From an optimization exercise on the open Yosys and OpenROAD flow, aimed at small area, a short achievable clock period and few clock cycles per item; shortcuts taken in it are not production practice. Only simulation tests tie the RTL to the original design; equivalence was not proved.

File: run.sh
#!/bin/bash
# synth_recipe.tcl (not shown) runs the flow's synth.tcl, then flattens the netlist and writes it again
# the make line also repeats each setting of config.mk as NAME=value (left out here)
make -C /OpenROAD-flow-scripts/flow DESIGN_CONFIG=/design/flow/config.mk WORK_HOME=/design/flow/orfs CLKGATE_MAP_FILE= SYNTH_SCRIPT=/design/flow/synth_recipe.tcl finish
File: config.mk
export PLATFORM = sky130hd
export DESIGN_NAME = sorted_key_table_search
export DESIGN_NICKNAME = sorted_key_table_search
export VERILOG_FILES = /design/flow/design.v
export SDC_FILE = /design/flow/constraint.sdc
export NUM_CORES = 4
export LEC_CHECK = 0
export CAP_MARGIN = 20
export CORE_MARGIN = 2
export CORE_UTILIZATION = 40
export SLEW_MARGIN = 20
File: constraint.sdc
create_clock -name core_clock -period 7.0 [get_ports {clk}]
set_input_delay 1.4000 -clock core_clock [delete_from_list [all_inputs] [get_ports {clk}]]
set_output_delay 1.4000 -clock core_clock [all_outputs]
set_load 0.01 [all_outputs]
File: design.v
package skts_pkg;
	localparam int TABLE_DEPTH = 64;
	localparam int KEY_BITS    = 32;
	localparam int CYC_BITS    = 16;
	localparam int IDX_W       = $clog2(TABLE_DEPTH);
	localparam int CNT_W       = $clog2(TABLE_DEPTH + 1);
	localparam int REC_W       = KEY_BITS + CYC_BITS;
	typedef enum logic [1:0] {
		OP_INSERT = 2'd0,
		OP_SEARCH = 2'd1,
		OP_RANGE  = 2'd2
	} op_t;
	typedef enum logic [2:0] {
		ST_INSERTED    = 3'd0,
		ST_FULL        = 3'd1,
		ST_FOUND       = 3'd2,
		ST_NOT_FOUND   = 3'd3,
		ST_RANGE_MATCH = 3'd4,
		ST_RANGE_EMPTY = 3'd5
	} status_t;
endpackage
module sorted_key_table_search (
	input  logic                           clk,
	input  logic                           arst_n,
	input  logic                           start,
	output logic                           busy,
	input  logic [1:0]                     op,
	input  logic [skts_pkg::KEY_BITS-1:0]  record_key,
	input  logic [skts_pkg::CYC_BITS-1:0]  record_cycle,
	input  logic [skts_pkg::KEY_BITS-1:0]  upper_bound,
	output logic                           done,
	output logic [2:0]                     status,
	output logic [skts_pkg::KEY_BITS-1:0]  found_key,
	output logic [skts_pkg::CYC_BITS-1:0]  found_cycle,
	output logic                           last
);
	localparam int TABLE_DEPTH = skts_pkg::TABLE_DEPTH;
	localparam int KEY_BITS    = skts_pkg::KEY_BITS;
	localparam int CYC_BITS    = skts_pkg::CYC_BITS;
	localparam int IDX_W       = skts_pkg::IDX_W;
	localparam int CNT_W       = skts_pkg::CNT_W;
	localparam int REC_W       = skts_pkg::REC_W;
	localparam logic [1:0] OP_INSERT = skts_pkg::OP_INSERT;
	localparam logic [1:0] OP_SEARCH = skts_pkg::OP_SEARCH;
	localparam logic [1:0] OP_RANGE  = skts_pkg::OP_RANGE;
	localparam logic [2:0] ST_INSERTED    = skts_pkg::ST_INSERTED;
	localparam logic [2:0] ST_FULL        = skts_pkg::ST_FULL;
	localparam logic [2:0] ST_FOUND       = skts_pkg::ST_FOUND;
	localparam logic [2:0] ST_NOT_FOUND   = skts_pkg::ST_NOT_FOUND;
	localparam logic [2:0] ST_RANGE_MATCH = skts_pkg::ST_RANGE_MATCH;
	localparam logic [2:0] ST_RANGE_EMPTY = skts_pkg::ST_RANGE_EMPTY;
	typedef enum logic [2:0] {
		S_IDLE,
		S_BS,
		S_BS_CMP,
		S_SHIFT,
		S_INS,
		S_EX_CHK,
		S_SCAN
	} state_t;
	state_t              state_q;
	logic [1:0]          op_q;
	logic [KEY_BITS-1:0] key_q;
	logic [CYC_BITS-1:0] cycle_q;
	logic [KEY_BITS-1:0] upper_q;
	logic [CNT_W-1:0]    cnt_q;
	logic [CNT_W-1:0]    lo_q;
	logic [CNT_W-1:0]    hi_q;
	logic [IDX_W-1:0]    mid_q;
	logic [CNT_W-1:0]    idx_q;
	logic                pend_s1;
	logic [IDX_W-1:0]    pend_addr_s1;
	logic                v_s1;
	logic                have_q;
	logic [KEY_BITS-1:0] pk_q;
	logic [CYC_BITS-1:0] pc_q;
	logic [REC_W-1:0]    rec_mem [TABLE_DEPTH];
	logic [REC_W-1:0]    rd_data_q;
	logic                rd_en;
	logic [IDX_W-1:0]    rd_addr;
	logic                wr_en;
	logic [IDX_W-1:0]    wr_addr;
	logic [REC_W-1:0]    wr_data;
	logic [KEY_BITS-1:0] rd_key;
	logic [CYC_BITS-1:0] rd_cyc;
	logic [CNT_W:0]      mid_sum;
	logic [CNT_W-1:0]    mid;
	logic                go_right;
	logic                hit;
	logic                finish;
	assign busy    = (state_q != S_IDLE);
	assign rd_key  = rd_data_q[REC_W-1 -: KEY_BITS];
	assign rd_cyc  = rd_data_q[CYC_BITS-1:0];
	assign mid_sum = {1'b0, lo_q} + {1'b0, hi_q};
	assign mid     = mid_sum[CNT_W:1];
	assign go_right = (op_q == OP_SEARCH) ? (rd_key < key_q) : (rd_key <= key_q);
	assign hit    = v_s1 && (rd_key < upper_q);
	assign finish = (v_s1 && !hit) || (!v_s1 && (idx_q >= cnt_q));
	always_comb begin
		rd_en   = 1'b0;
		rd_addr = mid[IDX_W-1:0];
		case (state_q)
			S_BS: begin
				if (lo_q < hi_q) begin
					rd_en   = 1'b1;
					rd_addr = mid[IDX_W-1:0];
				end else if (op_q == OP_SEARCH && lo_q < cnt_q) begin
					rd_en   = 1'b1;
					rd_addr = lo_q[IDX_W-1:0];
				end
			end
			S_SHIFT: begin
				if (idx_q > lo_q) begin
					rd_en   = 1'b1;
					rd_addr = IDX_W'(idx_q - 1'b1);
				end
			end
			S_SCAN: begin
				if (idx_q < cnt_q) begin
					rd_en   = 1'b1;
					rd_addr = idx_q[IDX_W-1:0];
				end
			end
			default: begin
				rd_en = 1'b0;
			end
		endcase
	end
	always_comb begin
		wr_en   = pend_s1 || (state_q == S_INS);
		wr_addr = pend_s1 ? pend_addr_s1 : lo_q[IDX_W-1:0];
		wr_data = pend_s1 ? rd_data_q : {key_q, cycle_q};
	end
	always_ff @(posedge clk) begin
		if (wr_en) begin
			rec_mem[wr_addr] <= wr_data;
		end
		if (rd_en) begin
			rd_data_q <= rec_mem[rd_addr];
		end
	end
	always_ff @(posedge clk or negedge arst_n) begin
		if (!arst_n) begin
			state_q <= S_IDLE;
			cnt_q   <= '0;
			done    <= 1'b0;
			pend_s1 <= 1'b0;
			v_s1    <= 1'b0;
			have_q  <= 1'b0;
		end else begin
			done <= 1'b0;
			case (state_q)
				S_IDLE: begin
					if (start) begin
						op_q    <= op;
						key_q   <= record_key;
						cycle_q <= record_cycle;
						upper_q <= upper_bound;
						lo_q    <= '0;
						hi_q    <= cnt_q;
						case (op)
							OP_INSERT: begin
								if (cnt_q >= CNT_W'(TABLE_DEPTH)) begin
									done        <= 1'b1;
									status      <= ST_FULL;
									found_key   <= '0;
									found_cycle <= '0;
									last        <= 1'b1;
								end else begin
									state_q <= S_BS;
								end
							end
							OP_SEARCH, OP_RANGE: begin
								state_q <= S_BS;
							end
							default: begin
								state_q <= S_IDLE;
							end
						endcase
					end
				end
				S_BS: begin
					if (lo_q < hi_q) begin
						mid_q   <= mid[IDX_W-1:0];
						state_q <= S_BS_CMP;
					end else begin
						case (op_q)
							OP_INSERT: begin
								idx_q   <= cnt_q;
								state_q <= S_SHIFT;
							end
							OP_SEARCH: begin
								if (lo_q < cnt_q) begin
									state_q <= S_EX_CHK;
								end else begin
									done        <= 1'b1;
									status      <= ST_NOT_FOUND;
									found_key   <= '0;
									found_cycle <= '0;
									last        <= 1'b1;
									state_q     <= S_IDLE;
								end
							end
							OP_RANGE: begin
								idx_q   <= lo_q;
								v_s1    <= 1'b0;
								have_q  <= 1'b0;
								state_q <= S_SCAN;
							end
							default: begin
								state_q <= S_IDLE;
							end
						endcase
					end
				end
				S_BS_CMP: begin
					if (go_right) begin
						lo_q <= CNT_W'({1'b0, mid_q} + 1'b1);
					end else begin
						hi_q <= {1'b0, mid_q};
					end
					state_q <= S_BS;
				end
				S_SHIFT: begin
					pend_s1      <= (idx_q > lo_q);
					pend_addr_s1 <= idx_q[IDX_W-1:0];
					if (idx_q > lo_q) begin
						idx_q <= idx_q - 1'b1;
					end else begin
						state_q <= S_INS;
					end
				end
				S_INS: begin
					cnt_q       <= cnt_q + 1'b1;
					done        <= 1'b1;
					status      <= ST_INSERTED;
					found_key   <= '0;
					found_cycle <= '0;
					last        <= 1'b1;
					state_q     <= S_IDLE;
				end
				S_EX_CHK: begin
					done <= 1'b1;
					last <= 1'b1;
					if (rd_key == key_q) begin
						status      <= ST_FOUND;
						found_key   <= rd_key;
						found_cycle <= rd_cyc;
					end else begin
						status      <= ST_NOT_FOUND;
						found_key   <= '0;
						found_cycle <= '0;
					end
					state_q <= S_IDLE;
				end
				S_SCAN: begin
					v_s1 <= (idx_q < cnt_q);
					if (idx_q < cnt_q) begin
						idx_q <= idx_q + 1'b1;
					end
					if (hit) begin
						if (have_q) begin
							done        <= 1'b1;
							status      <= ST_RANGE_MATCH;
							found_key   <= pk_q;
							found_cycle <= pc_q;
							last        <= 1'b0;
						end
						pk_q   <= rd_key;
						pc_q   <= rd_cyc;
						have_q <= 1'b1;
					end
					if (finish) begin
						done <= 1'b1;
						last <= 1'b1;
						if (have_q) begin
							status      <= ST_RANGE_MATCH;
							found_key   <= pk_q;
							found_cycle <= pc_q;
						end else begin
							status      <= ST_RANGE_EMPTY;
							found_key   <= '0;
							found_cycle <= '0;
						end
						v_s1    <= 1'b0;
						state_q <= S_IDLE;
					end
				end
				default: begin
					state_q <= S_IDLE;
				end
			endcase
		end
	end
endmodule
==> impl_metrics.xml, run 1 <==
<?xml version="1.0" encoding="UTF-8"?>
<metrics>
  <group name="yosys">
    <metric name="syn-num-nets" unit="">8820</metric>
    <metric name="syn_area" unit="mm^2">0.133</metric>
    <metric name="synth-edff-count" unit="">3335</metric>
    <metric name="yosys.area_share.xor_xnor" unit="">0.00105</metric>
    <metric name="largest_family_of_logic_cells_by_synthesized_area" unit="">simple AND/OR/NAND/NOR gates</metric>
    <metric name="compound_cell_area_share_of_the_yosys_netlist" unit="">0.0655</metric>
    <metric name="predominant_post_synthesis_flop_cell" unit="">edfxtp_1</metric>
    <metric name="ys_seq_elements" unit="">3349</metric>
    <metric name="ys_async_sr_fraction" unit="">0.00418</metric>
    <metric name="synth_seq_area_share" unit="">0.756</metric>
    <metric name="synth_warnings" unit="">1</metric>
    <metric name="synth_top_cell_by_area" unit="">edfxtp_1</metric>
    <metric name="synthSimpleGateAreaFrac" unit="">0.0834</metric>
    <metric name="postSynthAreaPerCell" unit="um^2">15.4</metric>
    <metric name="yosys.area.top_type_share" unit="">0.753</metric>
    <metric name="synth_top_area_cells" unit="">edfxtp_1 75%, nand2_1 4.0%, mux2i_1 3.8%, nand3_1 2.8%, mux4_2 2.4%</metric>
    <metric name="yosysUniqueCellTypes" unit="">74</metric>
    <metric name="synth_top_cells_by_count" unit="">3335 x edfxtp_1, 1412 x nand2_1, 738 x nand3_1</metric>
    <metric name="synth_mux_area_frac" unit="">0.0640</metric>
    <metric name="synth.most_common_cell" unit="">edfxtp_1</metric>
    <metric name="netlist_instances" unit="">8636</metric>
    <metric name="synth_adder_area_share" unit="">0.00937</metric>
  </group>
  <group name="setup_path">
    <metric name="critical_path_at" unit="ns">6.72</metric>
    <metric name="worst_setup_path_start_kind" unit="">flip-flop</metric>
    <metric name="critPathSlowestCell" unit="">nor4_1</metric>
    <metric name="critPathMaxStageDelay" unit="ns">0.95</metric>
    <metric name="cells_along_the_critical_path" unit="">ha_1 &gt; a21oi_1 &gt; a21oi_1 &gt; or4_1 &gt; and3_1 &gt; nor4_4 &gt; buf_12 &gt; buf_12 &gt; buf_4 &gt; mux2i_1 &gt; mux2i_1 &gt; o22ai_1 &gt; nor4_1 &gt; and4_1</metric>
    <metric name="crit_family" unit="">simple AND/OR/NAND/NOR gates</metric>
    <metric name="crit_path_max_fanout" unit="">66</metric>
    <metric name="timing.critical_path.buf_inv" unit="">3</metric>
    <metric name="cp_data_required_time" unit="ns">7.73</metric>
    <metric name="timing.setup.critical_path_class" unit="">flip-flop to flip-flop</metric>
    <metric name="rrSetupSlack" unit="ns">1.01</metric>
    <metric name="crit_path_end_kind" unit="">flip-flop</metric>
  </group>
  <group name="grt">
    <metric name="grt_max_degree" unit="">146</metric>
    <metric name="grt_overflow_total" unit="">0</metric>
    <metric name="antenna_violations_before_repair" unit="">27</metric>
    <metric name="via_count_of_the_first_global_routing_pass" unit="">75839</metric>
    <metric name="grt_pass1_wl" unit="um">533000</metric>
    <metric name="track_usage" unit="">0.212</metric>
  </group>
  <group name="timing">
    <metric name="timing.final.setup_violations" unit="">0</metric>
    <metric name="period_share" unit="">0.856</metric>
    <metric name="finalWorstSetupSlack" unit="ns">1.01</metric>
    <metric name="unrepaired_setup_endpoints_after_global_routing" unit="">no</metric>
    <metric name="setup_total_negative_slack" unit="ns">0</metric>
    <metric name="final_hold_viol_count" unit="">0</metric>
    <metric name="worst_slew_margin_rel" unit="">0.203</metric>
    <metric name="time_the_worst_path_needs_with_i_o_delays_and_setup" unit="ns">5.99</metric>
    <metric name="worst_clock_skew" unit="ns">0.0510</metric>
    <metric name="final_report_max_slew_violation_count" unit="">0</metric>
    <metric name="fmax" unit="MHz">167</metric>
    <metric name="worstMarginPinSlew" unit="ns">1.18</metric>
  </group>
  <group name="cts">
    <metric name="cts_hold_repair.buffers" unit="">0</metric>
    <metric name="cts_setup_buffers" unit="">0</metric>
    <metric name="cts_bufs_inserted" unit="">335</metric>
    <metric name="clk_pin_slew_worst_setup_hold_paths" unit="ns">0.06</metric>
    <metric name="numClockSinks" unit="">3349</metric>
    <metric name="clock_tree.root_cell" unit="">clkbuf_16</metric>
    <metric name="htreeDepth" unit="">5</metric>
    <metric name="tritoncts" unit="">built</metric>
    <metric name="worstSkewPairLatency" unit="ns">0.91</metric>
    <metric name="ctsResizeCount" unit="">0</metric>
    <metric name="clock_tree.buffer_depth" unit="">4</metric>
  </group>
  <group name="drt">
    <metric name="wirelength" unit="um">368000</metric>
    <metric name="antenna_violating_nets_post_route" unit="">0</metric>
    <metric name="via_count" unit="">78095</metric>
    <metric name="routed_via_density" unit="">5.80</metric>
    <metric name="wire_per_inst" unit="um">27.3</metric>
    <metric name="dr.first_iter.drc_count" unit="">9746</metric>
    <metric name="post_detailed_route_drc_marker_count" unit="">0</metric>
    <metric name="detailedRoute.firstPassIterationCount" unit="">8</metric>
  </group>
  <group name="die">
    <metric name="ios" unit="">139</metric>
    <metric name="die_x" unit="um">581</metric>
    <metric name="die-height" unit="um">581</metric>
    <metric name="rows" unit="">211</metric>
    <metric name="core_area" unit="mm^2">0.331</metric>
    <metric name="dieArea" unit="mm^2">0.337</metric>
    <metric name="initial_util" unit="">0.402</metric>
  </group>
  <group name="place">
    <metric name="placement.setup.worst_slack" unit="ns">1.02</metric>
    <metric name="hpwl" unit="um">211000</metric>
    <metric name="gp_routability_congestion" unit="">0.877</metric>
    <metric name="port-buffer-count" unit="">138</metric>
  </group>
  <group name="finish">
    <metric name="drive_above_1_share" unit="">0.125</metric>
    <metric name="nNetsFinal" unit="">9009</metric>
    <metric name="flow.area_growth_from_synthesis" unit="%">14.1</metric>
    <metric name="final.fill_count" unit="">28208</metric>
  </group>
  <group name="outcome">
    <metric name="outcome" unit="">no timing/DRC/antenna violations</metric>
  </group>
  <group name="job">
    <metric name="maxCapViolCount" unit="">0</metric>
  </group>
  <group name="hold_path">
    <metric name="worstHoldPathType" unit="">input pin to asynchronous set/reset pin</metric>
  </group>
</metrics>
-- cell families after synthesis --
group                      Yosys count
DFF                               3349
xor gates and xnor gates            16
and+or+nand+nor                   2500
buffers and inverters              654
AOI/OAI and AO/OA                 1350
muxes                              668
adders and majority gates           99
-- final timing paths --
check,startpoint,endpoint,cells past startpoint
max reg2reg,idx_q[2]$_DFFE_PP_,rd_data_q[44]$_DFFE_PP_,14
max,idx_q[2]$_DFFE_PP_,rd_data_q[44]$_DFFE_PP_,14
min in group core_clock,cnt_q[6]$_DFFE_PN0P_,cnt_q[6]$_DFFE_PN0P_,1
min reg2reg,cnt_q[6]$_DFFE_PN0P_,cnt_q[6]$_DFFE_PN0P_,1
min,arst_n,state_q[2]$_DFFE_PN0P_,1
max in group asynchronous,arst_n,pend_s1$_DFFE_PN0P_,1
-- sequential cells by signal, summed over array words and instances (netlist names), 16 cells and up --
register	cells
cycle_q	16
rec_mem	3072
upper_q	32
pc_q	16
key_q	32
found_cycle	16
found_key	32
pk_q	32
rd_data_q	48
-- metrics by stage --
| stage | utilization | std cells | instance area (um^2) | hold slack, ns |
|---|---|---|---|---|
| 4_1_cts | 0.459 | 13454 | 152000 | 0.486 |
| 3_3_place_gp | 0.427 | 12853 | 141000 | 0.468 |
| 2_1_floorplan | - | 8636 | 133000 | 0.444 |
| 5_1_grt | 0.459 | 13457 | 152000 | 0.489 |
| 3_5_place_dp | 0.427 | 12854 | 141000 | 0.476 |
| 6_report | 0.459 | 13462 | 152000 | 0.482 |
-- cell type report --
cell class                      count  area (um^2)  area share
Clock inverter                    198         1820      0.0120
Sequential cell                  3349       101000       0.662
Tap cell                         4366         5460      0.0360
Antenna cell                        8         20.0    0.000132
Multi-Input combinational cell   4633        30800       0.203
Clock buffer                      402         8850      0.0583
Inverter                           99          372     0.00245
Timing Repair Buffer              407         3940      0.0259
-- layout by cell type (no fill, tap or decap), types with 42 or more instances in the layout --
cell / synthesis / routed
o221a_2: 50 / 50
clkinv_1: 0 / 75
clkdlybuf4s50_1: 0 / 137
o22ai_1: 50 / 50
o21ai_0: 246 / 215
a31o_2: 45 / 45
nor2_4: 0 / 68
o311ai_1: 42 / 42
clkbuf_16: 0 / 345
buf_12: 0 / 43
and3_1: 53 / 51
inv_1: 99 / 99
mux4_2: 143 / 143
mux2i_1: 500 / 500
nand2_1: 1412 / 1411
a22o_1: 50 / 50
ha_1: 98 / 98
edfxtp_1: 3335 / 3335
a32oi_1: 48 / 48
nor4_1: 50 / 44
a22oi_1: 96 / 95
nand3_1: 738 / 733
a21oi_1: 465 / 462
a311oi_1: 48 / 48
and4_1: 51 / 50
a31oi_1: 101 / 100
clkinv_2: 0 / 59
buf_4: 27 / 225
clkbuf_1: 327 / 57
-- metal layers --
metal	vias up	global-route usage	wire, um
met5	-	0	40
met2	3525	0.340	173000
met3	500	0.0356	32400
li1	33793	-	-
met4	6	0.0492	7310
met1	40271	0.303	156000
Testbench counts, summed over its fixed seeds: cycles 28,126, items 1,536.
==> inputs of run 2 (changes only) <==
--- a/design.v
+++ b/design.v
@@ -87,4 +87,5 @@
 	logic [CNT_W-1:0]    mid;
 	logic                go_right;
+	logic [KEY_BITS-1:0] mid_key;
 	logic                hit;
 	logic                finish;
@@ -94,5 +95,6 @@
 	assign mid_sum = {1'b0, lo_q} + {1'b0, hi_q};
 	assign mid     = mid_sum[CNT_W:1];
-	assign go_right = (op_q == OP_SEARCH) ? (rd_key < key_q) : (rd_key <= key_q);
+	assign mid_key  = rec_mem[mid[IDX_W-1:0]][REC_W-1 -: KEY_BITS];
+	assign go_right = (op_q == OP_SEARCH) ? (mid_key < key_q) : (mid_key <= key_q);
 	assign hit    = v_s1 && (rd_key < upper_q);
 	assign finish = (v_s1 && !hit) || (!v_s1 && (idx_q >= cnt_q));
@@ -103,6 +105,5 @@
 			S_BS: begin
 				if (lo_q < hi_q) begin
-					rd_en   = 1'b1;
-					rd_addr = mid[IDX_W-1:0];
+					rd_en   = 1'b0;
 				end else if (op_q == OP_SEARCH && lo_q < cnt_q) begin
 					rd_en   = 1'b1;
@@ -182,6 +183,9 @@
 				S_BS: begin
 					if (lo_q < hi_q) begin
-						mid_q   <= mid[IDX_W-1:0];
-						state_q <= S_BS_CMP;
+						if (go_right) begin
+							lo_q <= CNT_W'(mid + 1'b1);
+						end else begin
+							hi_q <= mid;
+						end
 					end else begin
 						case (op_q)
==> run 2 against run 1 <==
Compared with the run above: clock skew decreased by 0.0025 ns; first-iteration DRC count increased by 41%; synthesized area increased by 9.1%; highest routed layer unchanged.
==> impl_metrics.xml, run 2 <==
<?xml version="1.0" encoding="UTF-8"?>
<metrics>
  <group name="timing">
    <metric name="unrepaired_setup_endpoints_after_global_routing" unit="">no</metric>
    <metric name="worstMarginPinSlew" unit="ns">1.14</metric>
    <metric name="final_report_max_slew_violation_count" unit="">0</metric>
    <metric name="setup_total_negative_slack" unit="ns">0</metric>
    <metric name="period_share" unit="">0.951</metric>
    <metric name="worst_clock_skew" unit="ns">0.0485</metric>
    <metric name="time_the_worst_path_needs_with_i_o_delays_and_setup" unit="ns">6.66</metric>
    <metric name="timing.final.setup_violations" unit="">0</metric>
    <metric name="final_hold_viol_count" unit="">0</metric>
    <metric name="worst_slew_margin_rel" unit="">0.240</metric>
    <metric name="finalWorstSetupSlack" unit="ns">0.342</metric>
    <metric name="fmax" unit="MHz">150</metric>
  </group>
  <group name="finish">
    <metric name="largest_register_ffs" unit="">3072</metric>
    <metric name="area_occupied_by_registers" unit="mm^2">0.100</metric>
    <metric name="multi_input_comb_area" unit="mm^2">0.0435</metric>
    <metric name="largestRegisters" unit="">rec_mem: 3072 flops, rd_data_q: 48 flops</metric>
    <metric name="max_flop_register" unit="">rec_mem</metric>
    <metric name="fin_area" unit="mm^2">0.167</metric>
    <metric name="nNetsFinal" unit="">7470</metric>
    <metric name="drive_above_1_share" unit="">0.315</metric>
    <metric name="flow.area_growth_from_synthesis" unit="%">15.0</metric>
    <metric name="final_common_cell" unit="">edfxtp_1</metric>
    <metric name="final.fill_count" unit="">29827</metric>
    <metric name="final_core_utilization" unit="">0.461</metric>
    <metric name="mostFrequentLayoutCells" unit="">3329 x edfxtp_1, 1396 x mux4_2, 381 x a22oi_1</metric>
  </group>
  <group name="setup_path">
    <metric name="cells_along_the_critical_path" unit="">and2_1 &gt; fa_1 &gt; inv_8 &gt; buf_12 &gt; buf_12 &gt; mux4_2 &gt; mux4_2 &gt; a211oi_1 &gt; a31oi_1 &gt; ha_1 &gt; a21o_1 &gt; a21o_1 &gt; a21o_1 &gt; a21oi_1 &gt; nor2b_1 &gt; o21ai_0 &gt; nand2b_1 &gt; a21oi_1 &gt; o211ai_1 &gt; o21ai_0 &gt; buf_4</metric>
    <metric name="crit_path_end_kind" unit="">flip-flop</metric>
    <metric name="timing.critical_path.buf_inv" unit="">4</metric>
    <metric name="critPathMaxStageDelay" unit="ns">0.62</metric>
    <metric name="crit_family" unit="">compound AO/OA/AOI/OAI gates</metric>
    <metric name="timing.setup.critical_path_class" unit="">flip-flop to flip-flop</metric>
    <metric name="capturing_point_of_the_worst_reg2reg_path" unit="">lo_q[5]$_DFFE_PP_</metric>
    <metric name="cp_data_required_time" unit="ns">7.66</metric>
    <metric name="worst_r2r_startpoint" unit="">lo_q[0]$_DFFE_PP_</metric>
    <metric name="critPathSlowestCell" unit="">fa_1</metric>
    <metric name="worst_setup_path_start_kind" unit="">flip-flop</metric>
    <metric name="rrSetupSlack" unit="ns">0.34</metric>
    <metric name="critical_path_at" unit="ns">7.32</metric>
    <metric name="rr_worst_depth" unit="">21</metric>
    <metric name="crit_path_max_fanout" unit="">40</metric>
    <metric name="cpMostUsedCell" unit="">a21o_1</metric>
  </group>
  <group name="grt">
    <metric name="grt_overflow_total" unit="">0</metric>
    <metric name="track_usage" unit="">0.264</metric>
    <metric name="grt_pass1_wl" unit="um">671000</metric>
    <metric name="grt_max_degree" unit="">123</metric>
    <metric name="via_count_of_the_first_global_routing_pass" unit="">81758</metric>
    <metric name="antenna_violations_before_repair" unit="">17</metric>
  </group>
  <group name="drt">
    <metric name="wire_per_inst" unit="um">39.6</metric>
    <metric name="via_count" unit="">82719</metric>
    <metric name="routed_via_density" unit="">6.69</metric>
    <metric name="antenna_violating_nets_post_route" unit="">0</metric>
    <metric name="dr.first_iter.drc_count" unit="">13747</metric>
    <metric name="post_detailed_route_drc_marker_count" unit="">0</metric>
    <metric name="wirelength" unit="um">490000</metric>
    <metric name="detailedRoute.firstPassIterationCount" unit="">8</metric>
  </group>
  <group name="cts">
    <metric name="clock_tree.root_cell" unit="">clkbuf_16</metric>
    <metric name="ctsResizeCount" unit="">0</metric>
    <metric name="htreeDepth" unit="">5</metric>
    <metric name="clock_tree.buffer_depth" unit="">4</metric>
    <metric name="cts_hold_repair.buffers" unit="">0</metric>
    <metric name="numClockSinks" unit="">3343</metric>
    <metric name="clk_pin_slew_worst_setup_hold_paths" unit="ns">0.06</metric>
    <metric name="cts_bufs_inserted" unit="">348</metric>
    <metric name="cts_setup_buffers" unit="">0</metric>
    <metric name="worstSkewPairLatency" unit="ns">0.96</metric>
    <metric name="tritoncts" unit="">built</metric>
  </group>
  <group name="die">
    <metric name="initial_util" unit="">0.401</metric>
    <metric name="die_x" unit="um">606</metric>
    <metric name="core_area" unit="mm^2">0.362</metric>
    <metric name="die-height" unit="um">606</metric>
    <metric name="rows" unit="">221</metric>
    <metric name="dieArea" unit="mm^2">0.367</metric>
    <metric name="ios" unit="">139</metric>
  </group>
  <group name="yosys">
    <metric name="synth_top_area_cells" unit="">edfxtp_1 69%, mux4_2 22%, a22oi_1 2.0%, ha_1 0.85%, a21oi_1 0.84%</metric>
    <metric name="syn-num-nets" unit="">7134</metric>
    <metric name="synth.most_common_cell" unit="">edfxtp_1</metric>
    <metric name="postSynthAreaPerCell" unit="um^2">20.9</metric>
    <metric name="predominant_post_synthesis_flop_cell" unit="">edfxtp_1</metric>
    <metric name="yosys.area.top_type_share" unit="">0.689</metric>
    <metric name="netlist_instances" unit="">6949</metric>
    <metric name="synth-edff-count" unit="">3329</metric>
    <metric name="ys_seq_elements" unit="">3343</metric>
    <metric name="synth_top_cell_by_area" unit="">edfxtp_1</metric>
    <metric name="synth_warnings" unit="">7</metric>
    <metric name="ys_async_sr_fraction" unit="">0.00419</metric>
    <metric name="syn_area" unit="mm^2">0.145</metric>
    <metric name="synth_seq_area_share" unit="">0.692</metric>
    <metric name="synth_top_cells_by_count" unit="">3329 x edfxtp_1, 1396 x mux4_2, 381 x a22oi_1</metric>
    <metric name="yosysUniqueCellTypes" unit="">74</metric>
  </group>
  <group name="hold_path">
    <metric name="min_to" unit="">pc_q[0]$_DFFE_PP_</metric>
    <metric name="hold_start" unit="">rd_data_q[0]$_DFFE_PP_</metric>
    <metric name="hold_path_depth" unit="">0</metric>
    <metric name="worstHoldPathType" unit="">flip-flop to flip-flop</metric>
  </group>
  <group name="place">
    <metric name="placement.setup.worst_slack" unit="ns">0.552</metric>
    <metric name="dpl-instance-area" unit="mm^2">0.155</metric>
    <metric name="gp_routability_congestion" unit="">0.918</metric>
    <metric name="hpwl" unit="um">272000</metric>
    <metric name="port-buffer-count" unit="">138</metric>
  </group>
  <group name="outcome">
    <metric name="outcome" unit="">no timing/DRC/antenna violations</metric>
  </group>
  <group name="job">
    <metric name="maxCapViolCount" unit="">0</metric>
  </group>
</metrics>
==> run 2: cell types whose count changed after synthesis, moves of 49 or more <==
cell	change
o21ai_0	-173
buf_1	+49
o221a_2	-50
buf_2	-86
nand2_1	-1247
mux4_2	+1253
mux2i_1	-496
a31oi_1	-66
a21oi_1	-222
a22oi_1	+285
nand3_1	-723
==> run 2: layout make-up <==
type | instances | area share
well taps | 4794 | 0.0359
inverters | 96 | 0.00222
repair buffers | 462 | 0.0309
diodes | 5 | 0.0000750
flip-flops and latches | 3343 | 0.601
multi-input cells | 3034 | 0.261
clock inverters | 211 | 0.0145
clock buffers | 424 | 0.0545
==> run 2: worst max path at each step <==
stage                            startpoint                end  slack (ns)  cells after the start
final                     lo_q[0]$_DFFE_PP_  lo_q[5]$_DFFE_PP_        0.34                     21
after floorplan           lo_q[0]$_DFFE_PP_  lo_q[0]$_DFFE_PP_        0.77                     21
after global placement    lo_q[0]$_DFFE_PP_  lo_q[0]$_DFFE_PP_        0.43                     21
after global routing      lo_q[0]$_DFFE_PP_  lo_q[2]$_DFFE_PP_        0.10                     20
after detailed placement  lo_q[1]$_DFFE_PP_  lo_q[1]$_DFFE_PP_        0.55                     25
after CTS                 lo_q[1]$_DFFE_PP_  lo_q[5]$_DFFE_PP_        0.49                     25
==> run 2: logic make-up (layout without fill, tap and decap cells) <==
family          count (synthesis)  in the layout  synth area share
buf+inv                       572           1193            0.0159
flops                        3343           3343             0.692
compound gates                960            960            0.0448
fa+ha+maj                     100            100           0.00868
simple gates                  503            503            0.0175
mux                          1417           1417             0.218
xor+xnor                       54             54           0.00326
other cells                     0              5                 0
==> run 2: metal layers <==
metal / wire length, um / GRT usage
met1: 186000 / 0.365
met2: 218000 / 0.395
met3: 60100 / 0.0661
met4: 25500 / 0.118
met5: 100 / 0
==> run 2: stage by stage <==
step	hold slack [ns]	instances
final	0.497	12369
after floorplan	0.444	6949
after global placement	0.473	11726
after detailed placement	0.476	11729
after global routing	0.523	12365
after CTS	0.497	12364
Testbench counts of run 2, summed over its fixed seeds: cycles 20,949, items 1,536.

==> re-timing with driven ports <==
The flow's constraints put no driver on any port. The routed layouts listed below were extracted and timed again, unchanged, in two steps. Step 1 sets driving cells, clkbuf_16 on the clock port and buf_2 on the other inputs (assumed; they add their load-dependent delay and slew). Step 2 moves the port delays by t, midway between the first and last clock arrival at a register: inputs arrive t later, outputs are due t later. That takes back most of the time a late clock gives input paths. Three values: no drivers, after step 1, after step 2; two values: the first two.
run	t, ns	setup WS [ns]	latest minus earliest clock arrival (ns)	cell pins on the clock port's net
run 1	0.983	1.007 / 1.007 / 1.007	0.054 / 0.055	1
run 2	1.034	0.342 / 0.342 / 0.342	0.048 / 0.049	1
After both steps every run listed still meets setup and hold.
